What follows belongs to an exercise in optimizing a design on an open flow for small area; a production flow would make more cautious choices.
In this exercise RTL edits were held to simulation tests only and were not proved equivalent to the original.

## north
==> module rf_wdrv, before the edit <==
module rf_wdrv (
    input  logic lo,
    input  logic hi,
    input  logic lo_n,
    input  logic hir_n,
    input  logic reset,
    output logic we,
    output logic wen
);
    assign we  = ~(lo_n | hir_n);
    assign wen = ~((lo & hi) | reset);
endmodule
==> module reg_file, before the edit <==
module reg_file #(
    parameter int DATA_W   = mips_pkg::DATA_W,
    parameter int ADDR_W   = mips_pkg::ADDR_W,
    parameter bit ZERO_REG = 1'b1
) (
    input  logic              clock,
    input  logic              reset,
    input  logic              RegWrite,
    input  logic [ADDR_W-1:0] ReadReg1,
    input  logic [ADDR_W-1:0] ReadReg2,
    input  logic [ADDR_W-1:0] WriteReg,
    input  logic [DATA_W-1:0] WriteData,
    output logic [DATA_W-1:0] ReadData1,
    output logic [DATA_W-1:0] ReadData2
);
    localparam int DEPTH  = 2 ** ADDR_W;
    localparam int NGRP3  = 10;
    localparam int NGRP   = 11;
    logic [DEPTH-1:1][DATA_W-1:0] regs_r;
    logic [DEPTH-1:1][DATA_W-1:0] next_s;
    logic [DEPTH-1:0] rsel_s [2];
    logic [NGRP-1:0]  grpn_s [2][DATA_W];
    logic [3:0] wlo_s, wlo_n_s;
    logic [7:0] whi_s, whir_n_s;
    for (genvar k = 0; k < 4; k++) begin : g_wlo
        assign wlo_s[k]   = (WriteReg[1:0] == 2'(k));
        assign wlo_n_s[k] = ~wlo_s[k];
    end
    for (genvar k = 0; k < 8; k++) begin : g_whi
        assign whi_s[k]    = RegWrite && (WriteReg[4:2] == 3'(k));
        assign whir_n_s[k] = ~(whi_s[k] & ~reset);
    end
    for (genvar i = 1; i < DEPTH; i++) begin : g_row
        logic [1:0] we_h, wen_h;
        for (genvar h = 0; h < 2; h++) begin : g_half
            rf_wdrv u_wdrv (
                .lo   (wlo_s[i % 4]),
                .hi   (whi_s[i / 4]),
                .lo_n (wlo_n_s[i % 4]),
                .hir_n(whir_n_s[i / 4]),
                .reset(reset),
                .we   (we_h[h]),
                .wen  (wen_h[h])
            );
        end
        for (genvar b = 0; b < DATA_W; b++) begin : g_bit
            rf_hold u_hold (
                .we (we_h[b / (DATA_W / 2)]),
                .wen(wen_h[b / (DATA_W / 2)]),
                .wd (WriteData[b]),
                .q  (regs_r[i][b]),
                .d  (next_s[i][b])
            );
        end
        always_ff @(posedge clock) begin
            regs_r[i] <= next_s[i];
        end
    end
    for (genvar p = 0; p < 2; p++) begin : g_port
        logic [ADDR_W-1:0] ra;
        assign ra = (p == 0) ? ReadReg1 : ReadReg2;
        for (genvar i = 0; i < DEPTH; i++) begin : g_dec
            assign rsel_s[p][i] = (i != 0) && (ra == ADDR_W'(i));
        end
        for (genvar b = 0; b < DATA_W; b++) begin : g_bit
            for (genvar g = 0; g < NGRP3; g++) begin : g_g3
                rf_aoi3 u_aoi (
                    .s ({rsel_s[p][3*g+3], rsel_s[p][3*g+2], rsel_s[p][3*g+1]}),
                    .x ({regs_r[3*g+3][b], regs_r[3*g+2][b], regs_r[3*g+1][b]}),
                    .yn(grpn_s[p][b][g])
                );
            end
            assign grpn_s[p][b][NGRP3] = ~(rsel_s[p][DEPTH-1] & regs_r[DEPTH-1][b]);
        end
    end
    for (genvar b = 0; b < DATA_W; b++) begin : g_out
        assign ReadData1[b] = ~(&grpn_s[0][b]);
        assign ReadData2[b] = ~(&grpn_s[1][b]);
    end
endmodule
export LEC_CHECK = 0
export CAP_MARGIN = 10
export CORE_MARGIN = 2
export CORE_UTILIZATION = 45
export SLEW_MARGIN = 10
export SYNTH_HIERARCHICAL = 1
create_clock -name core_clock -period 6.5 [get_ports {clock}]
standard.sh (not shown) runs the stock make flow with config.mk's settings and CLKGATE_MAP_FILE= SYNTH_SCRIPT=/design/flow/synth_recipe.tcl, a recipe that flattens the netlist after the stock synthesis.
==> flow/flow/run.sh <==
#!/bin/bash
# Standard ORFS layout (standard.sh), with two changes: minimum-size port buffers, and a
# clock tree of clkbuf_16 trunk / clkbuf_8 leaf buffers without dummy loads.
set -euo pipefail
export BUFFER_PORTS_ARGS="-buffer_cell sky130_fd_sc_hd__buf_1"
export CTS_ARGS="-sink_clustering_enable -repair_clock_nets -dont_use_dummy_load -buf_list {sky130_fd_sc_hd__clkbuf_8 sky130_fd_sc_hd__clkbuf_16} -root_buf sky130_fd_sc_hd__clkbuf_16 -tree_buf sky130_fd_sc_hd__clkbuf_16 -sink_clustering_buffer sky130_fd_sc_hd__clkbuf_8 -sink_clustering_size 16 -sink_clustering_max_diameter 60"
bash standard.sh > standard.log 2>&1
Modified inputs, south compared to north
--- a/flow/design.v
+++ b/flow/design.v
@@ -13,16 +13,4 @@
 );
     assign d = (we & wd) | (wen & q);
-endmodule
-module rf_wdrv (
-    input  logic lo,
-    input  logic hi,
-    input  logic lo_n,
-    input  logic hir_n,
-    input  logic reset,
-    output logic we,
-    output logic wen
-);
-    assign we  = ~(lo_n | hir_n);
-    assign wen = ~((lo & hi) | reset);
 endmodule
 module rf_aoi3 (
@@ -53,33 +41,17 @@
     logic [DEPTH-1:1][DATA_W-1:0] regs_r;
     logic [DEPTH-1:1][DATA_W-1:0] next_s;
+    logic [DEPTH-1:1] we_s;
+    logic [DEPTH-1:1] wen_s;
     logic [DEPTH-1:0] rsel_s [2];
     logic [NGRP-1:0]  grpn_s [2][DATA_W];
-    logic [3:0] wlo_s, wlo_n_s;
-    logic [7:0] whi_s, whir_n_s;
-    for (genvar k = 0; k < 4; k++) begin : g_wlo
-        assign wlo_s[k]   = (WriteReg[1:0] == 2'(k));
-        assign wlo_n_s[k] = ~wlo_s[k];
-    end
-    for (genvar k = 0; k < 8; k++) begin : g_whi
-        assign whi_s[k]    = RegWrite && (WriteReg[4:2] == 3'(k));
-        assign whir_n_s[k] = ~(whi_s[k] & ~reset);
-    end
     for (genvar i = 1; i < DEPTH; i++) begin : g_row
-        logic [1:0] we_h, wen_h;
-        for (genvar h = 0; h < 2; h++) begin : g_half
-            rf_wdrv u_wdrv (
-                .lo   (wlo_s[i % 4]),
-                .hi   (whi_s[i / 4]),
-                .lo_n (wlo_n_s[i % 4]),
-                .hir_n(whir_n_s[i / 4]),
-                .reset(reset),
-                .we   (we_h[h]),
-                .wen  (wen_h[h])
-            );
-        end
+        logic hit;
+        assign hit      = RegWrite && (WriteReg == ADDR_W'(i));
+        assign we_s[i]  = ~reset & hit;
+        assign wen_s[i] = ~reset & ~hit;
         for (genvar b = 0; b < DATA_W; b++) begin : g_bit
             rf_hold u_hold (
-                .we (we_h[b / (DATA_W / 2)]),
-                .wen(wen_h[b / (DATA_W / 2)]),
+                .we (we_s[i]),
+                .wen(wen_s[i]),
                 .wd (WriteData[b]),
                 .q  (regs_r[i][b]),
Re final clock period utilization by the worst path: north and south aren't equal, and the lower value belongs to south.
Critical path required time: south vs north, no meaningful difference
Final period demand of the worst path was lower in south than in north.
Compared to north, south has summed area of non-filler cells in the final layout about 1.3% higher.
Diff north and south: clock buffer count lower in north
Number of global-route vias before repair delta for south relative to north: 895 higher
Routed length per placed instance up about 6% in south wrt north

[separate check: timing with driven ports]
Ports are ideal in the flow. The routed layouts listed here were re-timed in OpenROAD.
Step 1 sets driving cells, clkbuf_16 on the clock port and buf_2 on the other inputs (assumed; they add their load-dependent delay and slew).
Step 2 times the ports against the registers' clock, not the clock port: input delays grow and output delays shrink by t, the midpoint of the rising clock arrivals with the driver on.
Slacks: ideal ports / drivers / drivers and shift; pairs: ideal ports / drivers.
| run | shift t [ns] | setup slack, ns | hold WS [ns] | worst setup path at the end | cell pins on the clock port's net |
|---|---|---|---|---|---|
| north | 0.687 | 0.717 / 0.614 / 0.614 | 0.499 / 0.499 / 0.499 | input to output | 1 |
| south | 0.681 | 0.780 / 0.655 / 0.655 | 0.499 / 0.499 / 0.499 | input to output | 1 |
After both steps setup and hold are still met in every run listed. For south, which loses most, drivers alone change the setup slack by -0.125 ns; drivers and shift together by -0.125 ns.
